What follows belongs to an exercise in optimizing a design on an open flow for small area and a short achievable clock period; a production flow would make more cautious choices.
In this exercise RTL edits were held to simulation tests only and were not proved equivalent to the original.

`design.v`:
```
package tnn_pkg;
    localparam int FEAT_CNT   = 16;
    localparam int FEAT_BITS  = 4;
    localparam int HIDDEN_CNT = 40;
    localparam int CLASS_CNT  = 10;
    localparam int CLASS_BITS = 4;
    localparam int ACC_BITS   = 9;                
    localparam int SUM_BITS   = 6;
    localparam int SCORE_BITS = SUM_BITS + 1;
    typedef logic [FEAT_BITS-1:0]  feature_t;
    typedef logic [HIDDEN_CNT-1:0] hidden_t;
    typedef logic [SCORE_BITS-1:0] score_t;
    localparam logic [HIDDEN_CNT*FEAT_CNT-1:0] HIDDEN_POS = {
        16'b0101_0000_0100_1001,                  
        16'b1011_0010_0000_0011,
        16'b0001_0000_0101_1010,
        16'b1110_1111_1000_0101,
        16'b0000_0000_0001_1010,
        16'b1010_0000_0010_0110,
        16'b0001_0110_0000_0001,
        16'b1010_1100_0000_0110,
        16'b0100_1010_1100_0000,
        16'b0001_0000_0101_1000,
        16'b1111_1000_0001_0011,                  
        16'b0100_0000_0000_1110,
        16'b0100_0001_0110_1000,
        16'b1010_0001_1000_0000,
        16'b1110_1000_1111_0100,
        16'b0100_1010_0000_0000,
        16'b1011_0000_0000_1101,
        16'b1100_0010_1011_1100,
        16'b0001_0000_0001_1010,
        16'b1010_0100_0001_1010,
        16'b1010_0000_0000_1010,                  
        16'b0110_1101_1000_0010,
        16'b1000_1011_1101_0000,
        16'b0100_0001_0011_1000,
        16'b0000_0100_0000_0110,
        16'b1010_0000_0001_1010,
        16'b0100_1010_0101_0010,
        16'b1111_1011_0001_0000,
        16'b1010_1001_0000_1010,
        16'b0101_1010_0000_0011,
        16'b1011_0010_1010_0101,                  
        16'b0100_1101_1100_0000,
        16'b1000_1010_1111_0100,
        16'b0100_1001_0010_0101,
        16'b1001_0010_1000_0001,
        16'b0001_0000_0000_0000,
        16'b1001_0010_0001_0001,
        16'b0110_0001_0000_1010,
        16'b0100_1000_0000_1010,
        16'b0100_1000_0010_1010
    };
    localparam logic [HIDDEN_CNT*FEAT_CNT-1:0] HIDDEN_NEG = {
        16'b1010_1101_0010_0100,                  
        16'b0100_0001_0100_0000,
        16'b1110_1010_0010_0101,
        16'b0001_0000_0101_1010,
        16'b1010_0000_1000_0101,
        16'b0100_1110_1100_0000,
        16'b1110_1001_0100_0000,
        16'b0101_0000_1000_1000,
        16'b1011_0000_0011_0001,
        16'b1110_1000_1010_0101,
        16'b0000_0011_1010_0100,                  
        16'b1001_0111_0001_0000,
        16'b1011_1110_0000_0011,
        16'b0100_1000_0000_0000,
        16'b0000_0101_0000_1011,
        16'b1011_0000_1000_0001,
        16'b0100_1111_0101_0000,
        16'b0011_0101_0000_0010,
        16'b0010_1010_1000_0000,
        16'b0101_1010_1010_0001,
        16'b0101_1010_1000_0001,                  
        16'b1001_0000_0001_1100,
        16'b0001_0000_0000_1011,
        16'b1011_1110_0000_0011,
        16'b1110_1010_0001_0000,
        16'b0101_1111_1000_0000,
        16'b0001_0101_1010_1101,
        16'b0000_0100_0000_1111,
        16'b0001_0010_0011_0101,
        16'b1010_0001_0101_1100,
        16'b0000_1001_0101_1010,                  
        16'b1000_0010_0011_1010,
        16'b0010_0101_0000_0001,
        16'b1010_0000_0100_1010,
        16'b0100_1001_0000_0010,
        16'b1010_1001_1010_0100,
        16'b0010_0001_0000_0010,
        16'b1001_0000_1001_0001,
        16'b1011_0010_1011_0101,
        16'b1011_0001_1000_0001
    };
    localparam logic [CLASS_CNT*HIDDEN_CNT-1:0] CLASS_USE = {
        40'b1000_0001_0010_1001_1100_1110_0101_1101_1011_1110,    
        40'b0000_1011_0001_0100_1100_1110_1101_0111_1110_0011,
        40'b1000_0000_0101_0010_1001_1000_1111_1001_1111_1111,
        40'b0000_0000_1111_0000_1110_1000_1101_0111_0111_1111,
        40'b1000_1011_1111_1100_1111_1010_1110_1100_0010_1100,
        40'b1000_1000_1100_0101_0100_0010_1101_0110_1000_0111,
        40'b0010_0101_0000_1011_1111_1111_1101_1101_1110_0010,
        40'b0001_0000_1011_1011_1010_0000_0101_0000_1101_1101,
        40'b1010_1101_0111_1111_1010_0111_1110_1001_0101_0000,
        40'b0010_0001_1100_0010_1110_1011_1001_0000_1111_1000
    };
    localparam logic [CLASS_CNT*HIDDEN_CNT-1:0] CLASS_POL = {
        40'b0000_0000_0000_1000_0000_1000_0000_0100_1000_1010,    
        40'b0000_0011_0000_0000_1000_0010_1101_0001_0000_0000,
        40'b1000_0000_0000_0010_1000_0000_1101_1001_0001_0101,
        40'b0000_0000_0000_0000_1100_1000_1001_0010_0101_0110,
        40'b1000_1010_1011_1000_0010_0000_1000_1100_0000_1000,
        40'b1000_0000_0100_0101_0100_0010_0100_0000_1000_0010,
        40'b0000_0000_0000_0011_0001_1101_0000_1100_1110_0010,
        40'b0000_0000_0001_1010_1010_0000_0101_0000_0001_0100,
        40'b0000_0101_0101_1010_1000_0101_0110_0000_0000_0000,
        40'b0000_0001_1100_0000_0110_0010_0000_0000_0100_1000
    };
    localparam logic [CLASS_CNT*SCORE_BITS-1:0] CLASS_BIAS = {
        7'd3, 7'd3, 7'd3, 7'd3, 7'd0, 7'd7, 7'd0, 7'd7, 7'd0, 7'd6
    };
endpackage
`timescale 1ns/1ps
module tnn_hidden_layer (
    input  logic                                         clk,
    input  logic                                         rst_n,
    input  tnn_pkg::feature_t [tnn_pkg::FEAT_CNT-1:0]    features,
    input  logic                                         features_valid,
    output tnn_pkg::hidden_t                             hidden,
    output logic                                         hidden_valid
);
    logic signed [tnn_pkg::ACC_BITS-1:0] feat_ext [tnn_pkg::FEAT_CNT];
    tnn_pkg::hidden_t                    fire;
    for (genvar f = 0; f < tnn_pkg::FEAT_CNT; f++) begin : g_ext
        assign feat_ext[f] = $signed({1'b0, features[f]});
    end
    for (genvar n = 0; n < tnn_pkg::HIDDEN_CNT; n++) begin : g_neuron
        logic signed [tnn_pkg::ACC_BITS-1:0] acc;
        always_comb begin
            acc = '0;
            for (int f = 0; f < tnn_pkg::FEAT_CNT; f++) begin
                if (tnn_pkg::HIDDEN_POS[(tnn_pkg::HIDDEN_CNT-1-n)*tnn_pkg::FEAT_CNT + f]) begin
                    acc = acc + feat_ext[f];
                end else if (tnn_pkg::HIDDEN_NEG[(tnn_pkg::HIDDEN_CNT-1-n)*tnn_pkg::FEAT_CNT + f]) begin
                    acc = acc - feat_ext[f];
                end
            end
        end
        assign fire[n] = (acc >= 0);              
    end
    always_ff @(posedge clk or negedge rst_n) begin
        if (!rst_n) begin
            hidden       <= '0;
            hidden_valid <= 1'b0;
        end else begin
            hidden_valid <= features_valid;
            if (features_valid) begin
                hidden <= fire;
            end
        end
    end
endmodule
`timescale 1ns/1ps
module tnn_output_layer (
    input  tnn_pkg::hidden_t                              hidden,
    output tnn_pkg::score_t [tnn_pkg::CLASS_CNT-1:0]      scores
);
    for (genvar c = 0; c < tnn_pkg::CLASS_CNT; c++) begin : g_class
        tnn_pkg::hidden_t              agree;
        logic [tnn_pkg::SUM_BITS-1:0]  count;
        assign agree = tnn_pkg::CLASS_USE[(tnn_pkg::CLASS_CNT-1-c)*tnn_pkg::HIDDEN_CNT +: tnn_pkg::HIDDEN_CNT] & ~(hidden ^ tnn_pkg::CLASS_POL[(tnn_pkg::CLASS_CNT-1-c)*tnn_pkg::HIDDEN_CNT +: tnn_pkg::HIDDEN_CNT]);
        always_comb begin
            count = '0;
            for (int j = 0; j < tnn_pkg::HIDDEN_CNT; j++) begin
                count = count + {{(tnn_pkg::SUM_BITS-1){1'b0}}, agree[j]};
            end
        end
        assign scores[c] = {count, 1'b0} + tnn_pkg::CLASS_BIAS[(tnn_pkg::CLASS_CNT-1-c)*tnn_pkg::SCORE_BITS +: tnn_pkg::SCORE_BITS];    
    end
endmodule
`timescale 1ns/1ps
module tnn_argmax #(
    parameter int class_cnt  = 10,
    parameter int score_bits = 7
) (
    input  logic                                   clk,
    input  logic                                   rst_n,
    input  logic [class_cnt-1:0][score_bits-1:0]   scores,
    input  logic                                   scores_valid,
    output logic [tnn_pkg::CLASS_BITS-1:0]         prediction,
    output logic                                   prediction_valid
);
    logic [score_bits-1:0]          best_score;
    logic [tnn_pkg::CLASS_BITS-1:0] best_idx;
    always_comb begin
        best_score = scores[0];
        best_idx   = '0;
        for (int c = 1; c < class_cnt; c++) begin
            if (scores[c] > best_score) begin
                best_score = scores[c];
                best_idx   = c[tnn_pkg::CLASS_BITS-1:0];
            end
        end
    end
    always_ff @(posedge clk or negedge rst_n) begin
        if (!rst_n) begin
            prediction       <= '0;
            prediction_valid <= 1'b0;
        end else begin
            prediction_valid <= scores_valid;
            if (scores_valid) begin
                prediction <= best_idx;
            end
        end
    end
endmodule
`timescale 1ns/1ps
module tnn_classifier (
    input  logic                                         clk,
    input  logic                                         rst_n,
    input  tnn_pkg::feature_t [tnn_pkg::FEAT_CNT-1:0]    features,
    input  logic                                         features_valid,
    output logic [tnn_pkg::CLASS_BITS-1:0]               prediction,
    output logic                                         prediction_valid
);
    tnn_pkg::hidden_t                            hidden;
    logic                                        hidden_valid;
    tnn_pkg::score_t [tnn_pkg::CLASS_CNT-1:0]    scores;
    tnn_hidden_layer u_hidden (
        .clk            (clk),
        .rst_n          (rst_n),
        .features       (features),
        .features_valid (features_valid),
        .hidden         (hidden),
        .hidden_valid   (hidden_valid)
    );
    tnn_output_layer u_output (
        .hidden (hidden),
        .scores (scores)
    );
    tnn_argmax #(
        .class_cnt  (tnn_pkg::CLASS_CNT),
        .score_bits (tnn_pkg::SCORE_BITS)
    ) u_argmax (
        .clk              (clk),
        .rst_n            (rst_n),
        .scores           (scores),
        .scores_valid     (hidden_valid),
        .prediction       (prediction),
        .prediction_valid (prediction_valid)
    );
endmodule
```
`run.sh`:
```
#!/bin/bash
# synth_recipe.tcl (not shown) runs the flow's synth.tcl, then flattens the netlist and writes it again
# the make line also repeats each setting of config.mk as NAME=value (left out here)
make -C /OpenROAD-flow-scripts/flow DESIGN_CONFIG=/design/flow/config.mk WORK_HOME=/design/flow/orfs CLKGATE_MAP_FILE= SYNTH_SCRIPT=/design/flow/synth_recipe.tcl finish
```
`config.mk`:
```
export PLATFORM = sky130hd
export DESIGN_NAME = tnn_classifier
export DESIGN_NICKNAME = tnn_classifier
export VERILOG_FILES = /design/flow/design.v
export SDC_FILE = /design/flow/constraint.sdc
export NUM_CORES = 4
export LEC_CHECK = 0
export CAP_MARGIN = 20
export CORE_MARGIN = 2
export CORE_UTILIZATION = 40
export SLEW_MARGIN = 20
```
`constraint.sdc`:
```
create_clock -name core_clock -period 22.0 [get_ports {clk}]
set_input_delay 4.4000 -clock core_clock [delete_from_list [all_inputs] [get_ports {clk}]]
set_output_delay 4.4000 -clock core_clock [all_outputs]
set_load 0.01 [all_outputs]
```
==> results.txt <==
* Status: finished clean
* Layout area overhead at 7.59%
* CTS Buf Count at 5
* Drt via density at just over 5
* GRT Total Usage at 27.8%
* Fin crit period at just over 20 ns
* Synth unique cells at 85
* Mapped Cells at 4569
* CTS H-tree depth at 2
* Core box area at ~120000 um2
* Diode count at 0
* Count of flip-flops with a built-in enable after synthesis at 0
* Antenna violations before repair at 2
* Rel. slew slack at 32.7%
* Detailed placer's ending HPWL at 139 mm
* Die extent in y at 348 um
* HP Class: reg2reg
* Clock Pin Slew Worst Setup and Hold Paths at 0.08 ns
* Pins Over Slew Limit at 0
* Post-synthesis register bit count at 45
* CP Launch Type: flop
* Drt wl/cell at 25.8 um
* Crit Path Class: reg2reg
* Fin Hold WS at 0.549 ns
* Final setup viols at 0
* Highest cell delay on the worst timing path at 0.51 ns
* Pin count of the biggest net entering global routing at 72
* Reg2reg start: u_hidden.hidden[1]
* DRT Wirelength at 162 mm
* Initial drt markers at 2720
* Cts repair resizes at 0
* GRT overflow at 0
* Worst-case clock buffer depth at 2
* DIE WIDTH at 348 um
* Fin crit share at ~90%
* Setup TNS at 0 ns
* Worst Setup End Kind: flop
* R2r setup slk at roughly 1.7 ns
* Critical path's slowest cell: dfrtp_1
* DR vias at between 30k and 40k
* Commonest register cell after synthesis: dfrtp_1
* Sequential fraction of the synthesis area at 2.37%
* Fin. Hold Viols at 0
* Hold Path Depth at 1
* Min-Delay Endpoint: u_argmax.prediction[3]
* Cell area after synthesis at roughly 47000 um2
* Setup Skew at around 0.014 ns
* Clk latency of the worst-skew pair at 0.31 ns
* DRC at 0
* Post-CTS Setup Repair Bufs at 0
* Critical path arrival at slightly above 20 ns
* Synth warnings at 4
* Crit Path Max Fanout at 10
* Std cell rows at 126
* Clock sink count at 45
* CTS root buf: clkbuf_16
* Cts hold-fix bufs at 0
* RSZ-0062 raised after global routing: false
* First-pass GRT wire length at 241 mm
* Hold path startpoint: u_argmax.prediction[3]
* R2R cell count at 90
* Die area at 121000 um2
* TritonCTS clock tree: built
* Final nets at a little under 7k
* Maxcap violations at 0
* Most frequent CP cell: ha_1
* Starting Density at 40.3%
* Worst R2R End: u_argmax.prediction[2]
* Ys async rst share at 100%
* IO Count at 72
* Fmax at 49.4 MHz
* Antenna Violating Nets Remaining at 0
* Post-layout util at between 40% and 50%
* Post-synthesis area per instance at roughly 10 um2
* Ratio of cells with drive above 1 in the final layout at approximately 3.6%
* Port bufs at 71
* Pin slew with the least headroom to its limit at a little over 1 ns
* Vias in the first global route at 34.4k
* Worst EP required at 22.22 ns
* GP Congestion at 1.00
* Commonest non-fill, non-tap cell in the layout: inv_1
* Commonest non-fill, non-tap cells in the layout: 1443 x inv_1, 1230 x fa_1, 718 x ha_1
* Router iterations before antenna repair at 5
## cells in the mapped netlist, types with 11 or more instances
library cell | number | area (um2)
clkbuf_1 | 14 | 52.6
nand2_1 | 82 | 308
o21ai_0 | 94 | 470
ha_1 | 718 | 8980
fa_1 | 1230 | 24600
nor2_1 | 106 | 398
inv_1 | 1444 | 5420
and2_1 | 14 | 87.6
and3_1 | 16 | 100
xor2_1 | 72 | 631
nand2b_1 | 52 | 325
o21bai_1 | 22 | 165
xnor2_1 | 124 | 1090
o21a_1 | 13 | 97.6
dfrtp_1 | 45 | 1130
a21oi_1 | 176 | 881
a21o_1 | 80 | 601
nor2b_1 | 48 | 300
nand3_1 | 24 | 120
nor3_1 | 11 | 55.1
## how the worst max path moves through the flow
stage                              startpoint                endpoint  cells after the start
final                      u_hidden.hidden[1]  u_argmax.prediction[2]                     90
after global routing       u_hidden.hidden[1]  u_argmax.prediction[1]                     90
after CTS                  u_hidden.hidden[1]  u_argmax.prediction[2]                     90
after detailed placement   u_hidden.hidden[1]  u_argmax.prediction[2]                     90
after global placement    u_hidden.hidden[14]  u_argmax.prediction[3]                     89
after floorplan            u_hidden.hidden[1]  u_argmax.prediction[3]                     89
## critical path: cells and delay by family (launching register included)
family | cells | cell delay, ns
AO/OA/AOI/OAI | 35 | 7.37
adder cells (fa/ha/maj) | 17 | 6.06
AND/OR/NAND/NOR | 22 | 3.75
buffers and inverters | 11 | 1.22
multiplexers | 3 | 0.82
flip-flops | 1 | 0.51
XOR/XNOR | 2 | 0.48
## through the flow
| step | cell area (um2) | setup slack [ns] | cells |
|---|---|---|---|
| 6_report | 51000 | 1.75 | 6282 |
| 2_1_floorplan | 47400 | 4.19 | 4571 |
| 5_1_grt | 51000 | 0.172 | 6282 |
| 4_1_cts | 51000 | 1.35 | 6282 |
| 3_3_place_gp | 50800 | 1.62 | 6274 |
| 3_5_place_dp | 50800 | 1.38 | 6274 |
## sequential cells by signal, indices dropped and copies added, names as in the netlist
signal                     count
u_argmax.prediction            4
u_argmax.prediction_valid      1
u_hidden.hidden               39
u_hidden.hidden_valid          1
## final cells by class
| type | count | area (um2) |
|---|---|---|
| fill | 11200 | 66800 |
| timing repair buffer | 184 | 1530 |
| sequential | 45 | 1130 |
| clock buffer | 6 | 139 |
| inverter | 1445 | 5420 |
| tap | 1536 | 1920 |
| clock inverter | 2 | 41.3 |
| multi-input combinational | 3064 | 40800 |
## per-layer routing
| layer | vias up | part of all wire, % | track usage (%) |
|---|---|---|---|
| li1 | 14000 | - | - |
| met5 | - | 0.015 | 0 |
| met4 | 4 | 5.5 | 11.9 |
| met3 | 298 | 7.6 | 5.15 |
| met2 | 1192 | 45 | 44.2 |
| met1 | 16100 | 41 | 37.3 |
## logic make-up after synthesis
logic type      after synthesis  synth area share (%)
simple gates                401                  4.37
fa+ha+maj                  1956                  71.0
flops                        45                  2.37
other cells                   2                0.0158
compound gates              493                  6.67
buf+inv                    1462                  11.6
xor+xnor                    196                  3.62
mux                          14                 0.306

-- separate check: timing with driven ports --
How much do the figures lean on ideal ports? The routed layout below was timed once more, with nothing changed but the port constraints. Step 1 sets driving cells, clkbuf_16 on the clock port and buf_2 on the other inputs (assumed; they add their load-dependent delay and slew). Step 2 adds t to the input delays and takes it off the output delays; t is the mean of the earliest and latest rising clock arrival at the registers after step 1. Input paths then give back, and output paths get back, about the clock's delay inside the block. a / b / c = no drivers / after step 1 / after step 2; a / b = the first two.
t, ns: 0.360
setup WS [ns]: 1.749 / 1.749 / 1.749
hold slack, ns: 0.549 / 0.549 / 0.549
worst setup path at the end: register to register
worst register clock-pin slew, ns: 0.09 / 0.09
After both steps setup and hold are still met in this run. For this run, drivers alone change the setup slack by 0.000 ns; drivers and shift together by 0.000 ns.
